What follows belongs to an exercise in optimizing a design on an open flow for small area, a short achievable clock period and few clock cycles per item; a production flow would make more cautious choices. At most, simulation tests tie the RTL to the original design; equivalence was not proved.

Setup of S:
==> flow/design.v (excerpt) <==
module rosetta_core #(
    parameter int num_pe = rosetta_pkg::num_pe,
    parameter int word_w = rosetta_pkg::word_w
) (
    input  logic                          clk,
    input  logic                          rst,
    output logic                          im_ren,
    output rosetta_pkg::pc_t              im_raddr,
    input  rosetta_pkg::inst_t            im_rdata,
    output logic                          pam_x_ren,
    output rosetta_pkg::row_addr_t        pam_x_raddr,
    input  logic [num_pe-1:0]             pam_x_rdata,
    output logic                          am_x_ren,
    output rosetta_pkg::row_addr_t        am_x_raddr,
    input  logic [num_pe*word_w-1:0]      am_x_rdata,
    output logic                          bm_ren,
    output rosetta_pkg::row_addr_t        bm_raddr,
    input  logic [num_pe*word_w-1:0]      bm_rdata,
    output logic                          wm_ren,
    output rosetta_pkg::waddr_t           wm_raddr,
    input  logic [num_pe*word_w-1:0]      wm_rdata,
    output logic                          am_r_wen,
    output rosetta_pkg::row_addr_t        am_r_waddr,
    output logic [num_pe*word_w-1:0]      am_r_wdata,
    output logic                          done
);
For scale: roughly 420 flip-flops, ~340 I/O pins, roughly 30,000 um^2 of cells after synthesis.
==> module core_sequencer, before the edit <==
module core_sequencer #(
    parameter int num_pe = rosetta_pkg::num_pe
) (
    input  logic                        clk,
    input  logic                        rst,
    output logic                        im_ren,
    output rosetta_pkg::pc_t            im_raddr,
    input  rosetta_pkg::inst_t          im_rdata,
    output logic                        pam_x_ren,
    output rosetta_pkg::row_addr_t      pam_x_raddr,
    input  logic [num_pe-1:0]           pam_x_rdata,
    output logic                        am_x_ren,
    output rosetta_pkg::row_addr_t      am_x_raddr,
    output logic                        bm_ren,
    output rosetta_pkg::row_addr_t      bm_raddr,
    output logic                        wm_ren,
    output rosetta_pkg::waddr_t         wm_raddr,
    output logic                        am_r_wen,
    output rosetta_pkg::row_addr_t      am_r_waddr,
    output logic                        done,
    output logic [$clog2(num_pe)-1:0]   e1_k,
    output logic                        e1_empty,
    output logic                        e1_first
);
    localparam int idx_w = $clog2(num_pe);
    rosetta_pkg::pc_t   na_q;        
    logic               im_v_q;      
    logic               halted_q;
    logic               ir_v_q;      
    logic               ir_mok_q;    
    logic [3:0]         ir_x_q;
    logic [4:0]         ir_bias_q;
    logic [4:0]         ir_dst_q;
    logic [10:0]        ir_wb_q;
    logic               s_v_q;
    logic               s_last_q;    
    logic               s_rd_q;      
    logic [10:0]        s_wa_q;      
    logic               s_first_q;
    logic               s_empty_q;
    logic [idx_w-1:0]   s_k_q;
    logic [num_pe-1:0]  s_rest_q;
    logic [3:0]         s_x_q;
    logic [4:0]         s_bias_q;
    logic [4:0]         s_dst_q;
    logic [10:0]        s_wb_q;
    logic               e1_v_q, e1_first_q, e1_last_q, e1_empty_q;
    logic [idx_w-1:0]   e1_k_q;
    logic [4:0]         e1_dst_q;
    logic               e2_v_q, e2_last_q;
    logic [4:0]         e2_dst_q;
    logic               e3_wen_q;
    logic [4:0]         e3_dst_q;
    logic               done_q;
    logic [1:0]         opcode;
    logic               s_last;
    logic               s_free;
    logic               take;
    logic               ir_free;
    logic               adv;
    logic               is_mvma;
    logic               is_halt;
    logic [num_pe-1:0]  mask_pres;
    logic [idx_w-1:0]   mask_idx;
    logic [num_pe-1:0]  mask_rest;
    logic [idx_w-1:0]   rest_idx;
    logic [num_pe-1:0]  rest_rest;
    logic               s_v_d;
    logic               ir_v_d;
    logic               halted_d;
    assign opcode  = im_rdata[rosetta_pkg::op_msb:rosetta_pkg::op_lsb];
    assign is_mvma = (opcode == rosetta_pkg::op_mvma);
    assign is_halt = (opcode == rosetta_pkg::op_halt);
    assign s_last  = s_last_q;
    assign s_free  = !s_v_q || s_last;
    assign take    = s_free && ir_v_q && ir_mok_q;
    assign ir_free = !ir_v_q || take;
    assign adv     = im_v_q && ir_free && !halted_q;
    for (genvar k = 0; k < num_pe; k++) begin : g_pres
        assign mask_pres[k] = pam_x_rdata[num_pe-1-k];
    end
    zero_skip_unit #(.num_pe(num_pe)) zs_mask (
        .pres (mask_pres),
        .idx  (mask_idx),
        .rest (mask_rest)
    );
    zero_skip_unit #(.num_pe(num_pe)) zs_rest (
        .pres (s_rest_q),
        .idx  (rest_idx),
        .rest (rest_rest)
    );
    assign s_v_d    = take || (s_v_q && !s_last);
    assign ir_v_d   = adv ? is_mvma : (ir_v_q && !take);
    assign halted_d = halted_q || (adv && is_halt);
    assign im_ren   = 1'b1;
    assign im_raddr = na_q;
    always_ff @(posedge clk) begin
        if (rst) begin
            na_q     <= '0;
            im_v_q   <= 1'b0;
            halted_q <= 1'b0;
            ir_v_q   <= 1'b0;
            ir_mok_q <= 1'b0;
            s_v_q    <= 1'b0;
            s_rd_q   <= 1'b0;
            e1_v_q   <= 1'b0;
            e2_v_q   <= 1'b0;
            e3_wen_q <= 1'b0;
            done_q   <= 1'b0;
        end else begin
            if (adv) begin
                na_q <= na_q + rosetta_pkg::pc_t'(1);
            end
            im_v_q   <= !adv;
            halted_q <= halted_d;
            ir_v_q   <= ir_v_d;
            ir_mok_q <= ir_v_q && !take;
            s_v_q    <= s_v_d;
            s_rd_q   <= take ? |mask_pres : s_v_d;
            e1_v_q   <= s_v_q;
            e2_v_q   <= e1_v_q;
            e3_wen_q <= e2_v_q && e2_last_q;
            done_q   <= done_q || (halted_d && !ir_v_d && !s_v_d && !s_v_q && !e1_v_q);
        end
    end
    always_ff @(posedge clk) begin
        if (adv) begin
            ir_x_q    <= im_rdata[rosetta_pkg::x_msb:rosetta_pkg::x_lsb];
            ir_bias_q <= im_rdata[rosetta_pkg::bias_msb:rosetta_pkg::bias_lsb];
            ir_dst_q  <= im_rdata[rosetta_pkg::dst_msb:rosetta_pkg::dst_lsb];
            ir_wb_q   <= im_rdata[rosetta_pkg::wb_msb:rosetta_pkg::wb_lsb];
        end
    end
    always_ff @(posedge clk) begin
        s_wa_q <= (take ? ir_wb_q : s_wb_q) + rosetta_pkg::waddr_t'(take ? mask_idx : rest_idx);
        if (take) begin
            s_first_q <= 1'b1;
            s_empty_q <= ~|mask_pres;
            s_last_q  <= ~|mask_rest;
            s_k_q     <= mask_idx;
            s_rest_q  <= mask_rest;
            s_x_q     <= ir_x_q;
            s_bias_q  <= ir_bias_q;
            s_dst_q   <= ir_dst_q;
            s_wb_q    <= ir_wb_q;
        end else begin
            s_first_q <= 1'b0;
            s_last_q  <= ~|rest_rest;
            s_k_q     <= rest_idx;
            s_rest_q  <= rest_rest;
        end
    end
    always_ff @(posedge clk) begin
        e1_first_q <= s_first_q;
        e1_last_q  <= s_last;
        e1_empty_q <= s_empty_q;
        e1_k_q     <= s_k_q;
        e1_dst_q   <= s_dst_q;
        e2_last_q  <= e1_last_q;
        e2_dst_q   <= e1_dst_q;
        e3_dst_q   <= e2_dst_q;
    end
    assign pam_x_ren   = ir_v_q;
    assign pam_x_raddr = {1'b0, ir_x_q};
    assign wm_ren      = s_rd_q;
    assign wm_raddr    = s_wa_q;
    assign am_x_ren    = wm_ren;
    assign am_x_raddr  = {1'b0, s_x_q};
    assign bm_ren      = s_v_q && s_first_q;
    assign bm_raddr    = s_bias_q;
    assign am_r_wen    = e3_wen_q;
    assign am_r_waddr  = e3_dst_q;
    assign done        = done_q;
    assign e1_k        = e1_k_q;
    assign e1_empty    = e1_empty_q;
    assign e1_first    = e1_first_q;
endmodule
==> flow/config.mk <==
export PLATFORM = sky130hd
export DESIGN_NAME = rosetta_core
export DESIGN_NICKNAME = rosetta_core
export VERILOG_FILES = /design/flow/design.v
export SDC_FILE = /design/flow/constraint.sdc
export NUM_CORES = 4
export LEC_CHECK = 0
export CAP_MARGIN = 20
export CORE_MARGIN = 2
export CORE_UTILIZATION = 55
export CTS_CLUSTER_DIAMETER = 80
export CTS_CLUSTER_SIZE = 25
export SETUP_SLACK_MARGIN = 5
export SLEW_MARGIN = 20
export TNS_END_PERCENT = 0
==> flow/constraint.sdc <==
create_clock -name core_clock -period 9.0 [get_ports {clk}]
set_input_delay 1.8000 -clock core_clock [delete_from_list [all_inputs] [get_ports {clk}]]
set_output_delay 1.8000 -clock core_clock [all_outputs]
set_load 0.01 [all_outputs]
standard.sh (not shown) runs the stock make flow with config.mk's settings and CLKGATE_MAP_FILE= SYNTH_SCRIPT=/design/flow/synth_recipe.tcl, a recipe that flattens the netlist after the stock synthesis.
==> flow/flow/run.sh <==
#!/bin/bash
# The standard layout, with plain buf_1 cells as the port buffers instead of the
# delay buffers buffer_ports picks by itself. The whole make output goes to layout.log.
set -euo pipefail
bash standard.sh "BUFFER_PORTS_ARGS=-buffer_cell sky130_fd_sc_hd__buf_1" finish > layout.log 2>&1
Testbench counts of S, summed over its fixed seeds: cycles 4,944, items 1,180.
#### Input delta (T over S)
-- flow/design.v --
<<< S, line 279
    logic               s_last_q;    
    logic               s_rd_q;      
    logic [10:0]        s_wa_q;      
    logic               s_first_q;
    logic               s_empty_q;
>>> T, line 279
    logic               s_last_q;    
    logic               s_rd_q;      
    logic               s_first_q;
    logic               s_empty_q;
<<< S, line 319
    assign take    = s_free && ir_v_q && ir_mok_q;
    assign ir_free = !ir_v_q || take;
    assign adv     = im_v_q && ir_free && !halted_q;
    for (genvar k = 0; k < num_pe; k++) begin : g_pres
        assign mask_pres[k] = pam_x_rdata[num_pe-1-k];
>>> T, line 318
    assign take    = s_free && ir_v_q && ir_mok_q;
    assign ir_free = !ir_v_q || take;
    assign adv     = im_v_q && !halted_q && (ir_free || !(is_mvma || is_halt));
    for (genvar k = 0; k < num_pe; k++) begin : g_pres
        assign mask_pres[k] = pam_x_rdata[num_pe-1-k];
<<< S, line 334
    );
    assign s_v_d    = take || (s_v_q && !s_last);
    assign ir_v_d   = adv ? is_mvma : (ir_v_q && !take);
    assign halted_d = halted_q || (adv && is_halt);
    assign im_ren   = 1'b1;
>>> T, line 333
    );
    assign s_v_d    = take || (s_v_q && !s_last);
    assign ir_v_d   = (adv && is_mvma) || (ir_v_q && !take);
    assign halted_d = halted_q || (adv && is_halt);
    assign im_ren   = 1'b1;
<<< S, line 368
    end
    always_ff @(posedge clk) begin
        if (adv) begin
            ir_x_q    <= im_rdata[rosetta_pkg::x_msb:rosetta_pkg::x_lsb];
            ir_bias_q <= im_rdata[rosetta_pkg::bias_msb:rosetta_pkg::bias_lsb];
>>> T, line 367
    end
    always_ff @(posedge clk) begin
        if (adv && is_mvma) begin
            ir_x_q    <= im_rdata[rosetta_pkg::x_msb:rosetta_pkg::x_lsb];
            ir_bias_q <= im_rdata[rosetta_pkg::bias_msb:rosetta_pkg::bias_lsb];
<<< S, line 376
    end
    always_ff @(posedge clk) begin
        s_wa_q <= (take ? ir_wb_q : s_wb_q) + rosetta_pkg::waddr_t'(take ? mask_idx : rest_idx);
        if (take) begin
            s_first_q <= 1'b1;
>>> T, line 375
    end
    always_ff @(posedge clk) begin
        if (take) begin
            s_first_q <= 1'b1;
<<< S, line 407
    assign pam_x_raddr = {1'b0, ir_x_q};
    assign wm_ren      = s_rd_q;
    assign wm_raddr    = s_wa_q;
    assign am_x_ren    = wm_ren;
    assign am_x_raddr  = {1'b0, s_x_q};
>>> T, line 405
    assign pam_x_raddr = {1'b0, ir_x_q};
    assign wm_ren      = s_rd_q;
    assign wm_raddr    = s_wb_q + rosetta_pkg::waddr_t'(s_k_q);
    assign am_x_ren    = wm_ren;
    assign am_x_raddr  = {1'b0, s_x_q};
### Flow results
The via count of the first global-routing pass of T and that of S are within noise of each other. Layout-stage area growth over the synthesis result: lower on S. Looking only at routed length on met3, and setting everything else aside, the lower value of S and T goes to S. Of S and T, T shows the lower flip-flop and latch count, with S above it. Compound-gate portion of the synthesized area in T vs S: down 0.16 points. On number of CTS-inserted buffers: T sits above S. Diff S -> T | routed length on met1 | increase of 4.6%. Relative to S, worst hold slack has increased by 0.0048 ns in T. Met1 routing resource usage after global routing (higher): T. In T the met2 wirelength from detailed routing turned out 1900 um higher than in S.
For T, only the layout was checked, not whether the RTL still works.

static timing again, ports no longer ideal:
The flow's constraints put no driver on any port. The routed layouts listed below were extracted and timed again, unchanged, in two steps.
Step 1 sets driving cells, clkbuf_16 on the clock port and buf_2 on the other inputs (assumed; they add their load-dependent delay and slew).
Step 2 moves the port delays by t, midway between the first and last clock arrival at a register: inputs arrive t later, outputs are due t later. That takes back most of the time a late clock gives input paths.
a / b / c = ideal ports / drivers / drivers and shift; a / b = the first two.
| run | t (ns) | setup slack, ns | clock arrival spread, ns |
|---|---|---|---|
| S | 0.682 | 4.802 / 4.740 / 4.777 | 0.028 / 0.028 |
| T | 0.687 | 4.819 / 4.758 / 4.850 | 0.026 / 0.026 |
After both steps every run listed still meets setup and hold. The setup slack of S, which loses most, moves by -0.062 ns with the drivers and by -0.025 ns with both steps.
